From an optimization exercise on the open Yosys and OpenROAD flow, aimed at small area and few clock cycles; shortcuts taken in it are not production practice.
RTL that was checked went through simulation tests only; none was proved equivalent to the original.

==> inputs of trial 41 <==
## source_text_tokenizer_unit
module source_text_tokenizer_unit (
   input  wire          clock,
   input  wire          reset,
   input  wire          req_tvalid,
   output wire          req_tready,
   input  wire [7:0]    req_tdata,    
   input  wire          req_tlast,    
   output wire          rsp_tvalid,
   input  wire          rsp_tready,
   output wire [71:0]   rsp_tdata,    
   output wire          rsp_tuser,    
   output wire          rsp_tlast     
);
clock: 6.0 ns
lec_check: 0
cap_margin: 20
core_margin: 2
core_utilization: 40
slew_margin: 20
run.sh (not shown) runs the stock make flow with config.mk's settings and CLKGATE_MAP_FILE= SYNTH_SCRIPT=/design/flow/synth_recipe.tcl, a recipe that flattens the netlist after the stock synthesis.
==> inputs of build 16, as changes to trial 41 <==
--- a/flow/design.v
+++ b/flow/design.v
@@ -177,70 +177,81 @@
          MODE_TABS:   mode_kind = KIND_TABS;
          MODE_WORD:   mode_kind = KIND_WORD;
          default:     mode_kind = KIND_NUMBER;
       endcase
    endfunction
+   localparam [KIND_BITS-1:0] KIND_ZERO = 5'd26;    
    reg  [POS_BITS-1:0]  last_pos_ff;
    reg                  fresh_ff;
-   reg  [MODE_BITS-1:0] mode_ff;
+   reg  [KIND_BITS-1:0] kind_ff;
    reg  [POS_BITS-1:0]  start_ff;
    reg  [LEN_BITS-1:0]  length_ff;
    reg                  pend_ff;
-   reg  [KIND_BITS-1:0] pend_kind_ff;
    wire [7:0]          c    = req_tdata;
    wire                last = req_tlast;
    wire [POS_BITS-1:0] pos  = fresh_ff ? {POS_BITS{1'b0}} : last_pos_ff + 1'b1;
-   wire                run     = (mode_ff != MODE_NONE);
-   wire                ext     = run && extends_run(mode_ff, c);
-   wire                close   = ext && (mode_ff == MODE_STRING) && (c == CHAR_QUOTE);
+   wire k_zero   = kind_ff[4] && kind_ff[3] && kind_ff[1];
+   wire run      = !fresh_ff && kind_ff[4] && (kind_ff[3] || (kind_ff[2] && (kind_ff[1] || kind_ff[0])));
+   wire k_string = !kind_ff[3] && !kind_ff[1] &&  kind_ff[0];
+   wire k_spaces = !kind_ff[3] &&  kind_ff[1] && !kind_ff[0];
+   wire k_tabs   = !kind_ff[3] &&  kind_ff[1] &&  kind_ff[0];
+   wire k_word   =  kind_ff[3] && !kind_ff[1] && !kind_ff[0];
+   wire k_number =  kind_ff[3] && !kind_ff[1] &&  kind_ff[0];
+   wire [KIND_BITS-1:0] o_kind = {kind_ff[4:2], kind_ff[1] && !k_zero, kind_ff[0] || k_zero};
+   wire c_letter = is_letter(c);
+   wire c_digit  = is_digit(c);
+   wire c_quote  = (c == CHAR_QUOTE);
+   wire ext = run && ((k_string) ||
+                      (k_spaces && c == CHAR_SPACE) ||
+                      (k_tabs   && c == CHAR_TAB) ||
+                      (k_word   && c_letter) ||
+                      (k_number && c_digit) ||
+                      (k_zero   && (c_digit || c == CHAR_X || c == CHAR_B)));
+   wire close = ext && k_string && c_quote;
    wire [KIND_BITS:0]  sk      = single_kind(c);
    wire [LEN_BITS-1:0] len_inc = (length_ff == {LEN_BITS{1'b1}}) ? length_ff
                                                                  : length_ff + 1'b1;
-   reg  [MODE_BITS-1:0] new_mode;
+   reg  [KIND_BITS-1:0] new_kind;
    always @* begin
-      if (c == CHAR_QUOTE)      new_mode = MODE_STRING;
-      else if (c == CHAR_SPACE) new_mode = MODE_SPACES;
-      else if (c == CHAR_TAB)   new_mode = MODE_TABS;
-      else if (is_letter(c))    new_mode = MODE_WORD;
-      else if (c == CHAR_ZERO)  new_mode = MODE_ZERO;
-      else if (is_digit(c))     new_mode = MODE_NUMBER;
-      else                      new_mode = MODE_NONE;
+      if (c_quote)              new_kind = KIND_STRING;
+      else if (c == CHAR_SPACE) new_kind = KIND_SPACES;
+      else if (c == CHAR_TAB)   new_kind = KIND_TABS;
+      else if (c_letter)        new_kind = KIND_WORD;
+      else if (c == CHAR_ZERO)  new_kind = KIND_ZERO;
+      else if (c_digit)         new_kind = KIND_NUMBER;
+      else                      new_kind = 5'd0;
    end
+   wire new_run = c_quote || c == CHAR_SPACE || c == CHAR_TAB || c_letter || c_digit;
    wire r_has  = (run && !ext) || close || (ext && last);
-   wire r_user = ext && last && !close && (mode_ff == MODE_STRING);
-   wire s_has  = !ext && (sk[KIND_BITS] || (last && new_mode != MODE_NONE));
-   wire [KIND_BITS-1:0] s_kind = sk[KIND_BITS] ? sk[KIND_BITS-1:0] : mode_kind(new_mode);
+   wire r_user = ext && last && !close && k_string;
+   wire s_has  = !ext && (sk[KIND_BITS] || (last && new_run));
    assign rsp_tvalid = pend_ff || (req_tvalid && r_has);
    assign req_tready = rsp_tready || (!pend_ff && !r_has);
    wire   accept     = req_tvalid && req_tready;
    always @(posedge clock) begin
       if (reset) begin
          fresh_ff <= 1'b1;
-         mode_ff  <= MODE_NONE;
          pend_ff  <= 1'b0;
       end else begin
          if (accept)          pend_ff <= s_has;
          else if (rsp_tready) pend_ff <= 1'b0;
-         if (accept) begin
-            fresh_ff <= last;
-            if (last || close)      mode_ff <= MODE_NONE;
-            else if (ext)           mode_ff <= (mode_ff == MODE_ZERO) ? MODE_NUMBER : mode_ff;
-            else if (sk[KIND_BITS]) mode_ff <= MODE_NONE;
-            else                    mode_ff <= new_mode;
-         end
+         if (accept)          fresh_ff <= last;
       end
    end
    always @(posedge clock) begin
       if (accept) begin
-         last_pos_ff  <= pos;
-         if (!ext) start_ff <= pos;
-         length_ff    <= ext ? len_inc : {{(LEN_BITS-1){1'b0}}, 1'b1};
-         pend_kind_ff <= s_kind;
+         last_pos_ff <= pos;
+         if (ext) begin
+            kind_ff   <= {o_kind[4] && !close, o_kind[3:0]};
+            length_ff <= len_inc;
+         end else begin
+            kind_ff   <= sk[KIND_BITS] ? sk[KIND_BITS-1:0] : new_kind;
+            start_ff  <= pos;
+            length_ff <= {{(LEN_BITS-1){1'b0}}, 1'b1};
+         end
       end
    end
-   wire [KIND_BITS-1:0] o_kind  = pend_ff ? pend_kind_ff : mode_kind(mode_ff);
-   wire [LEN_BITS-1:0]  o_len   = ext ? len_inc : length_ff;
-   assign rsp_tdata = {3'b000, {(32 - LEN_BITS){1'b0}}, o_len,
+   assign rsp_tdata = {3'b000, {(32 - LEN_BITS){1'b0}}, ext ? len_inc : length_ff,
                        {(32 - POS_BITS){1'b0}}, start_ff, o_kind};
-   assign rsp_tuser = pend_ff ? (pend_kind_ff == KIND_STRING) : r_user;
+   assign rsp_tuser = pend_ff ? (kind_ff == KIND_STRING) : r_user;
    assign rsp_tlast = pend_ff ? fresh_ff : (last && !s_has);
 endmodule
--- a/flow/config.mk
+++ b/flow/config.mk
@@ -3,9 +3,10 @@
 export DESIGN_NICKNAME = source_text_tokenizer_unit
 export VERILOG_FILES = /design/flow/design.v
 export SDC_FILE = /design/flow/constraint.sdc
 export NUM_CORES = 4
 export LEC_CHECK = 0
+export ABC_AREA = 1
 export CAP_MARGIN = 20
 export CORE_MARGIN = 2
 export CORE_UTILIZATION = 40
 export SLEW_MARGIN = 20
==> impl_metrics.tcl <==
set metrics [dict create \
    wl_per_cell_um 12.7 \
    r2r_cells 12 \
    multi_input_area_um2 1690 \
    outcome "timing/DRC/antenna clean" \
    die_h_um 102 \
]
# the run above: build 16

==> impl_metrics.tcl <==
set metrics [dict create \
    outcome "timing/DRC/antenna clean" \
    r2r_cells 8 \
    placementRows 36 \
    die_h_um 105 \
    multi_input_area_um2 2090 \
    cts_tree "done" \
    wl_per_cell_um 14.3 \
]
# the run above: trial 41

Testbench counts of trial 41, summed over its fixed seeds: cycles 20,435.
Function not checked in build 16: the RTL went through the layout flow alone.

[afterwards: timing with drivers on the ports]
The flow's constraints put no driver on any port. The routed layouts listed below were extracted and timed again, unchanged, in two steps.
Step 1 assumes that a clkbuf_16 drives the clock port and a buf_2 every other input.
Step 2 times the ports against the registers' clock, not the clock port: input delays grow and output delays shrink by t, the midpoint of the rising clock arrivals with the driver on.
Three values: ideal, step 1, step 2; two values: the first two.
| run | t, ns | setup WS [ns] | hold WS [ns] | worst slew at a driven data input, ns | cell pins on the clock port's net |
|---|---|---|---|---|---|
| trial 41 | 0.366 | 0.469 / 0.445 / 0.445 | 0.604 / 0.604 / 0.604 | 0.03 | 1 |
| build 16 | 0.337 | 0.838 / 0.813 / 0.813 | 0.526 / 0.526 / 0.526 | 0.04 | 1 |
After both steps setup and hold are still met in every run listed. For build 16, which loses most, drivers alone change the setup slack by -0.025 ns; drivers and shift together by -0.025 ns.
